This is an optimization exercise on Yosys and OpenROAD, whose aim is small area, not a production implementation.
In this exercise RTL edits were held to simulation tests only and were not proved equivalent to the original.
Power is estimated from default activity; no workload was simulated.

==> flow/design.v (excerpt) <==
module writeback_pc_update
#(
    parameter logic [63:0] RESET_PC = 64'd0,
    parameter int          CNT_W    = 16
) (
    input  logic                 clk,
    input  logic                 rst,
    input  logic                 en,
    input  logic [3:0]           icode,
    input  logic                 cnd,
    input  logic                 instr_valid,
    input  logic                 imem_error,
    input  logic                 dmem_error,
    input  logic [3:0]           dstE,
    input  logic [3:0]           dstM,
    input  logic [63:0]          valE,
    input  logic [63:0]          valM,
    input  logic [63:0]          valC,
    input  logic [63:0]          valP,
    input  logic [3:0]           srcA,
    input  logic [3:0]           srcB,
    output logic [63:0]          valA,
    output logic [63:0]          valB,
    output logic [63:0]          pc,
    output logic [2:0]           stat,
    output logic                 halted,
    output logic [CNT_W-1:0]     cycle_count,
    output logic [CNT_W-1:0]     retire_count
);
Size in the first run: roughly 4700 cells after synthesis, roughly 44000 sq um of cells after synthesis.
clock: 8.0 ns
lec_check: 0
cap_margin: 10
core_margin: 2
core_utilization: 60
place_density: 0.68
slew_margin: 10
synth_hierarchical: 1
standard.sh (not shown) runs the stock make flow with config.mk's settings and CLKGATE_MAP_FILE= SYNTH_SCRIPT=/design/flow/synth_recipe.tcl, a recipe that flattens the netlist after the stock synthesis.
==> flow/flow/run.sh <==
#!/bin/bash
# Standard ORFS layout with three changes:
#  - after synthesis, every combinational cell is swapped to the smallest
#    cell of the same function (flow/downsize.tcl); placement's repair
#    then sizes up or buffers what needs more drive,
#  - ports are buffered with buf_1 instead of the default buffer cell,
#  - CTS inserts no dummy loads and clusters up to 24 sinks per leaf buffer.
set -e
cp standard.sh standard_sh_copy.log
export BUFFER_PORTS_ARGS="-buffer_cell sky130_fd_sc_hd__buf_1"
export CTS_ARGS="-sink_clustering_enable -repair_clock_nets -dont_use_dummy_load -buf_list sky130_fd_sc_hd__clkbuf_16 -sink_clustering_size 24 -sink_clustering_max_diameter 80"
bash standard.sh synth > standard_synth.log 2>&1
openroad -no_init -exit flow/downsize.tcl > downsize.log 2>&1
bash standard.sh finish > standard_finish.log 2>&1
==> flow/flow/downsize.tcl <==
# Swap every combinational cell of the synthesized netlist to the smallest
# cell of the same function (same name but for the drive-strength suffix).
# Flip-flops, latches, tie, tap and fill cells are left alone. Placement's
# repair_design later resizes or buffers whatever needs more drive.
set f orfs/results/sky130hd/writeback_pc_update/base/1_synth.odb
read_db $f
set db [ord::get_db]
set block [ord::get_db_block]
foreach lib [$db getLibs] {
  foreach m [$lib getMasters] {
    if {[regexp {^(sky130_fd_sc_hd__.+)_([0-9]+)$} [$m getName] -> base sz]} {
      lappend var($base) $m
    }
  }
}
set count 0
foreach inst [$block getInsts] {
  set m [$inst getMaster]
  set n [$m getName]
  if {![regexp {^(sky130_fd_sc_hd__.+)_([0-9]+)$} $n -> base sz]} { continue }
  if {[regexp {__(df|edf|sdf|sedf|dl|conb|tap|fill|decap|diode|lpflow|probe)} $n]} { continue }
  set best $m
  foreach c $var($base) {
    if {[$c getWidth] < [$best getWidth]} { set best $c }
  }
  if {$best ne $m} {
    puts "swap [$inst getName] $n -> [$best getName]"
    $inst swapMaster $best
    incr count
  }
}
puts "downsized $count instances"
write_db $f
==> next run, changes <==
Settings changed: CAP_MARGIN 10 to 20, CORE_UTILIZATION 60 to 55, PLACE_DENSITY 0.68 to 0.65, SLEW_MARGIN 10 to 20.
The changed run ran to the end with no violations.
Clock power hardly moves.
Wire length rose by 3.0%.
Final area rose by 0.51%.
==> next run, changes <==
--- a/flow/flow/run.sh
+++ b/flow/flow/run.sh
@@ -6,3 +6,3 @@
 #  - ports are buffered with buf_1 instead of the default buffer cell,
-#  - CTS inserts no dummy loads and clusters up to 24 sinks per leaf buffer.
+#  - CTS inserts no dummy loads and clusters up to 28 sinks per leaf buffer.
 set -e
@@ -10,3 +10,3 @@
 export BUFFER_PORTS_ARGS="-buffer_cell sky130_fd_sc_hd__buf_1"
-export CTS_ARGS="-sink_clustering_enable -repair_clock_nets -dont_use_dummy_load -buf_list sky130_fd_sc_hd__clkbuf_16 -sink_clustering_size 24 -sink_clustering_max_diameter 80"
+export CTS_ARGS="-sink_clustering_enable -repair_clock_nets -dont_use_dummy_load -buf_list sky130_fd_sc_hd__clkbuf_16 -sink_clustering_size 28 -sink_clustering_max_diameter 90"
 bash standard.sh synth > standard_synth.log 2>&1
Settings changed: CAP_MARGIN 20 to 10, SLEW_MARGIN 20 to 10.
=> Synthesized area is unchanged. Non-clock buffer count is lower by 2. Worst setup slack improved by 54 ps. Total power fell by 1.5%. Sequential cell count does not change. Routed wire length hardly moves. Hold slack barely changes. Clock-buffer cell count went down by 6. Sequential share of layout area went up by 0.19 points. Cell count barely changes.


The RTL this note starts from:
==> flow/design.v <==
package y86_pkg;
    localparam logic [3:0] IHALT   = 4'h0;
    localparam logic [3:0] INOP    = 4'h1;
    localparam logic [3:0] IRRMOVQ = 4'h2;
    localparam logic [3:0] IIRMOVQ = 4'h3;
    localparam logic [3:0] IRMMOVQ = 4'h4;
    localparam logic [3:0] IMRMOVQ = 4'h5;
    localparam logic [3:0] IOPQ    = 4'h6;
    localparam logic [3:0] IJXX    = 4'h7;
    localparam logic [3:0] ICALL   = 4'h8;
    localparam logic [3:0] IRET    = 4'h9;
    localparam logic [3:0] IPUSHQ  = 4'hA;
    localparam logic [3:0] IPOPQ   = 4'hB;
    localparam logic [3:0] RNONE = 4'hF;
    localparam logic [3:0] RRSP  = 4'h4;
    typedef enum logic [2:0] {
        SAOK = 3'd1,
        SHLT = 3'd2,
        SADR = 3'd3,
        SINS = 3'd4
    } stat_t;
    typedef enum logic {
        S_RUN  = 1'b0,
        S_STOP = 1'b1
    } state_t;
endpackage
import y86_pkg::*;
module y86_rf_wbit
(
    input  logic i_sel_m,    
    input  logic i_sel_e,    
    input  logic i_wr,       
    input  logic i_m,
    input  logic i_e,
    input  logic i_qn,       
    output logic o_dn        
);
    logic w_keep;
    y86_nor2    u_keep (.i_a(i_wr), .i_b(i_qn), .o_y(w_keep));
    y86_aoi221  u_next (.i_a1(i_sel_m), .i_a2(i_m), .i_b1(i_sel_e), .i_b2(i_e), .i_c(w_keep), .o_y(o_dn));
endmodule
module y86_nor2 (input logic i_a, input logic i_b, output logic o_y);
    assign o_y = !(i_a | i_b);
endmodule
module y86_aoi221
(
    input  logic i_a1, i_a2, i_b1, i_b2, i_c,
    output logic o_y
);
    assign o_y = !((i_a1 & i_a2) | (i_b1 & i_b2) | i_c);
endmodule
module y86_rf_rbit
(
    input  logic [14:0] i_sel_n,
    input  logic [14:0] i_dn,
    output logic        o_q
);
    assign o_q = !(&(i_sel_n | i_dn));
endmodule
module y86_regfile
(
    input  logic        clk,
    input  logic        rst,
    input  logic        i_we,
    input  logic [3:0]  i_dst_e,
    input  logic [3:0]  i_dst_m,
    input  logic [63:0] i_val_e,
    input  logic [63:0] i_val_m,
    input  logic [3:0]  i_src_a,
    input  logic [3:0]  i_src_b,
    output logic [63:0] o_val_a,
    output logic [63:0] o_val_b
);
    logic [63:0] r_regs_n [15];
    logic [63:0] w_next_n [15];
    logic [14:0] w_sel_m, w_sel_e, w_wr, w_rd_a_n, w_rd_b_n;
    generate
        for (genvar gi = 0; gi < 15; gi++) begin : g_reg
            assign w_sel_m[gi]  = !rst && i_we && (i_dst_m == 4'(gi));
            assign w_sel_e[gi]  = !rst && i_we && (i_dst_e == 4'(gi)) && (i_dst_m != 4'(gi));
            assign w_wr[gi]     = rst || (i_we && (i_dst_m == 4'(gi) || i_dst_e == 4'(gi)));
            assign w_rd_a_n[gi] = (i_src_a != 4'(gi));
            assign w_rd_b_n[gi] = (i_src_b != 4'(gi));
            for (genvar gb = 0; gb < 64; gb++) begin : g_bit
                y86_rf_wbit u_wbit (
                    .i_sel_m (w_sel_m[gi]),
                    .i_sel_e (w_sel_e[gi]),
                    .i_wr    (w_wr[gi]),
                    .i_m     (i_val_m[gb]),
                    .i_e     (i_val_e[gb]),
                    .i_qn    (r_regs_n[gi][gb]),
                    .o_dn    (w_next_n[gi][gb])
                );
            end
            always_ff @(posedge clk) r_regs_n[gi] <= w_next_n[gi];
        end
        for (genvar gb = 0; gb < 64; gb++) begin : g_rd
            logic [14:0] w_col_n;
            for (genvar gi = 0; gi < 15; gi++) begin : g_col
                assign w_col_n[gi] = r_regs_n[gi][gb];
            end
            y86_rf_rbit u_rd_a (.i_sel_n(w_rd_a_n), .i_dn(w_col_n), .o_q(o_val_a[gb]));
            y86_rf_rbit u_rd_b (.i_sel_n(w_rd_b_n), .i_dn(w_col_n), .o_q(o_val_b[gb]));
        end
    endgenerate
endmodule
import y86_pkg::*;
module y86_pc_bit
(
    input  logic i_sel_c,
    input  logic i_sel_m,
    input  logic i_sel_p,
    input  logic i_hold,
    input  logic i_c,
    input  logic i_m,
    input  logic i_p,
    input  logic i_q,
    output logic o_d
);
    assign o_d = (i_sel_c & i_c) | (i_sel_m & i_m) | (i_sel_p & i_p) | (i_hold & i_q);
endmodule
module writeback_pc_update
#(
    parameter logic [63:0] RESET_PC = 64'd0,
    parameter int          CNT_W    = 16
) (
    input  logic                 clk,
    input  logic                 rst,
    input  logic                 en,
    input  logic [3:0]           icode,
    input  logic                 cnd,
    input  logic                 instr_valid,
    input  logic                 imem_error,
    input  logic                 dmem_error,
    input  logic [3:0]           dstE,
    input  logic [3:0]           dstM,
    input  logic [63:0]          valE,
    input  logic [63:0]          valM,
    input  logic [63:0]          valC,
    input  logic [63:0]          valP,
    input  logic [3:0]           srcA,
    input  logic [3:0]           srcB,
    output logic [63:0]          valA,
    output logic [63:0]          valB,
    output logic [63:0]          pc,
    output logic [2:0]           stat,
    output logic                 halted,
    output logic [CNT_W-1:0]     cycle_count,
    output logic [CNT_W-1:0]     retire_count
);
    function automatic logic [2:0] classify(input logic imem_err, input logic dmem_err,
                                       input logic instr_valid, input logic [3:0] icode);
        if (imem_err || dmem_err)  classify = SADR;
        else if (!instr_valid)     classify = SINS;
        else if (icode == IHALT)   classify = SHLT;
        else                       classify = SAOK;
    endfunction
    logic             r_state;
    logic [2:0]       r_stat;
    logic [63:0]      r_pc;
    logic [CNT_W-1:0] r_cycle, r_retire;
    logic [2:0]       w_new_stat;
    logic             w_step, w_aok, w_we;
    logic             w_sel_c, w_sel_m, w_sel_p, w_sel_hold;
    assign w_new_stat = classify(imem_error, dmem_error, instr_valid, icode);
    assign w_step     = en && (r_state == S_RUN);
    assign w_aok      = (w_new_stat == SAOK);
    assign w_we       = w_step && w_aok;
    assign w_sel_c    = !rst && w_we && (icode == ICALL || (icode == IJXX && cnd));
    assign w_sel_m    = !rst && w_we && (icode == IRET);
    assign w_sel_p    = !rst && w_we && !(icode == ICALL || (icode == IJXX && cnd)) && (icode != IRET);
    assign w_sel_hold = !rst && !w_we;
    logic [63:0] w_pc_next;
    for (genvar gb = 0; gb < 64; gb++) begin : g_pc
        y86_pc_bit u_pc_bit (
            .i_sel_c (w_sel_c), .i_sel_m (w_sel_m), .i_sel_p (w_sel_p), .i_hold (w_sel_hold),
            .i_c (valC[gb]), .i_m (valM[gb]), .i_p (valP[gb]), .i_q (r_pc[gb]),
            .o_d (w_pc_next[gb])
        );
    end
    always_ff @(posedge clk) begin
        r_pc <= w_pc_next;
        if (rst) begin
            r_state  <= S_RUN;
            r_stat   <= SAOK;
            r_cycle  <= '0;
            r_retire <= '0;
        end else if (w_step) begin
            if (r_cycle != '1)
                r_cycle <= r_cycle + 1'b1;
            if (w_aok) begin
                if (r_retire != '1)
                    r_retire <= r_retire + 1'b1;
            end else begin
                r_stat  <= w_new_stat;
                r_state <= S_STOP;
            end
        end
    end
    y86_regfile u_regfile (
        .clk     (clk),
        .rst     (rst),
        .i_we    (w_we),
        .i_dst_e (dstE),
        .i_dst_m (dstM),
        .i_val_e (valE),
        .i_val_m (valM),
        .i_src_a (srcA),
        .i_src_b (srcB),
        .o_val_a (valA),
        .o_val_b (valB)
    );
    assign pc           = r_pc;
    assign stat         = r_stat;
    assign halted       = (r_state == S_STOP);
    assign cycle_count  = r_cycle;
    assign retire_count = r_retire;
endmodule
==> flow/config.mk <==
export PLATFORM = sky130hd
export DESIGN_NAME = writeback_pc_update
export DESIGN_NICKNAME = writeback_pc_update
export VERILOG_FILES = /design/flow/design.v
export SDC_FILE = /design/flow/constraint.sdc
export NUM_CORES = 4
export LEC_CHECK = 0
export CAP_MARGIN = 20
export CORE_MARGIN = 2
export CORE_UTILIZATION = 55
export PLACE_DENSITY = 0.65
export SLEW_MARGIN = 20
export SYNTH_HIERARCHICAL = 1
==> flow/constraint.sdc <==
create_clock -name core_clock -period 8.0 [get_ports {clk}]
set_input_delay 1.6000 -clock core_clock [delete_from_list [all_inputs] [get_ports {clk}]]
set_output_delay 1.6000 -clock core_clock [all_outputs]
set_load 0.01 [all_outputs]
==> flow/flow/run.sh <==
#!/bin/bash
# Standard ORFS layout with three changes:
#  - ports are buffered with buf_1 instead of the default buffer cell,
#  - CTS inserts no dummy loads,
#  - after global routing, non-critical cells are downsized (recover_power).
set -e
cp standard.sh standard_sh_copy.log
export BUFFER_PORTS_ARGS="-buffer_cell sky130_fd_sc_hd__buf_1"
export CTS_ARGS="-sink_clustering_enable -repair_clock_nets -dont_use_dummy_load"
export RECOVER_POWER=100
bash standard.sh finish > standard_finish.log 2>&1
The first run completed, yet does not pass: max-capacitance violations, max-slew violations.
Then changed:
==> flow/flow/run.sh (replaced) <==
#!/bin/bash
# Standard ORFS layout with three changes:
#  - after synthesis, every combinational cell is swapped to the smallest
#    cell of the same function (flow/downsize.tcl); placement's repair
#    then sizes up or buffers what needs more drive,
#  - ports are buffered with buf_1 instead of the default buffer cell,
#  - CTS inserts no dummy loads and clusters up to 24 sinks per leaf buffer.
set -e
cp standard.sh standard_sh_copy.log
export BUFFER_PORTS_ARGS="-buffer_cell sky130_fd_sc_hd__buf_1"
export CTS_ARGS="-sink_clustering_enable -repair_clock_nets -dont_use_dummy_load -buf_list sky130_fd_sc_hd__clkbuf_16 -sink_clustering_size 24 -sink_clustering_max_diameter 80"
bash standard.sh synth > standard_synth.log 2>&1
openroad -no_init -exit flow/downsize.tcl > downsize.log 2>&1
bash standard.sh finish > standard_finish.log 2>&1
==> flow/flow/downsize.tcl (new file) <==
# Swap every combinational cell of the synthesized netlist to the smallest
# cell of the same function (same name but for the drive-strength suffix).
# Flip-flops, latches, tie, tap and fill cells are left alone. Placement's
# repair_design later resizes or buffers whatever needs more drive.
set f orfs/results/sky130hd/writeback_pc_update/base/1_synth.odb
read_db $f
set db [ord::get_db]
set block [ord::get_db_block]
foreach lib [$db getLibs] {
  foreach m [$lib getMasters] {
    if {[regexp {^(sky130_fd_sc_hd__.+)_([0-9]+)$} [$m getName] -> base sz]} {
      lappend var($base) $m
    }
  }
}
set count 0
foreach inst [$block getInsts] {
  set m [$inst getMaster]
  set n [$m getName]
  if {![regexp {^(sky130_fd_sc_hd__.+)_([0-9]+)$} $n -> base sz]} { continue }
  if {[regexp {__(df|edf|sdf|sedf|dl|conb|tap|fill|decap|diode|lpflow|probe)} $n]} { continue }
  set best $m
  foreach c $var($base) {
    if {[$c getWidth] < [$best getWidth]} { set best $c }
  }
  if {$best ne $m} {
    puts "swap [$inst getName] $n -> [$best getName]"
    $inst swapMaster $best
    incr count
  }
}
puts "downsized $count instances"
write_db $f
- This time the run ran to the end with no violations
- register-to-register slack gets better by 1.2 ns
- hold slack degrades by 0.0054 ns
- final area falls by 4.9%
- global-route usage is higher by 4.3 points
- flip-flop and latch count does not change
- clock-buffer cell count shrinks by 61
- wire length decreases by 3.9%
- utilization grows by 4.8 points
- non-clock buffer count falls by 39

[afterwards: timing with drivers on the ports]
In the flow no input, the clock included, has a driving cell. The finished layouts below were timed again as built, in two steps. Step 1 (the two cells are an assumption about what drives the block):
set clk [get_ports {clk}]
set_driving_cell -lib_cell sky130_fd_sc_hd__clkbuf_16 $clk
set_driving_cell -lib_cell sky130_fd_sc_hd__buf_2 [delete_from_list [all_inputs] $clk]
Step 2 adds t to the input delays and takes it off the output delays; t is the mean of the earliest and latest rising clock arrival at the registers after step 1. Input paths then give back, and output paths get back, about the clock's delay inside the block. Slacks: ideal / step 1 / step 2; pairs: ideal / step 1.
| run | t (ns) | setup slack, ns | worst register clock-pin slew, ns | worst data-port slew with drivers (ns) |
|---|---|---|---|---|
| the first run of note 1 | 0.744 | 1.360 / 1.315 / 1.315 | 0.10 / 0.10 | 0.14 |
| the second run of note 1 | 0.724 | 1.511 / 1.483 / 1.483 | 0.10 / 0.10 | 0.13 |
| the third run of note 1 | 0.715 | 1.565 / 1.528 / 1.528 | 0.12 / 0.12 | 0.15 |
| the first run of note 2 | 0.783 | 0.615 / 0.551 / 0.366 | 0.07 / 0.07 | 0.14 |
| the second run of note 2 | 0.714 | 1.505 / 1.364 / 1.364 | 0.11 / 0.11 | 0.16 |
The setup slack of the first run of note 2, which loses most, moves by -0.064 ns with the drivers and by -0.249 ns with both steps.
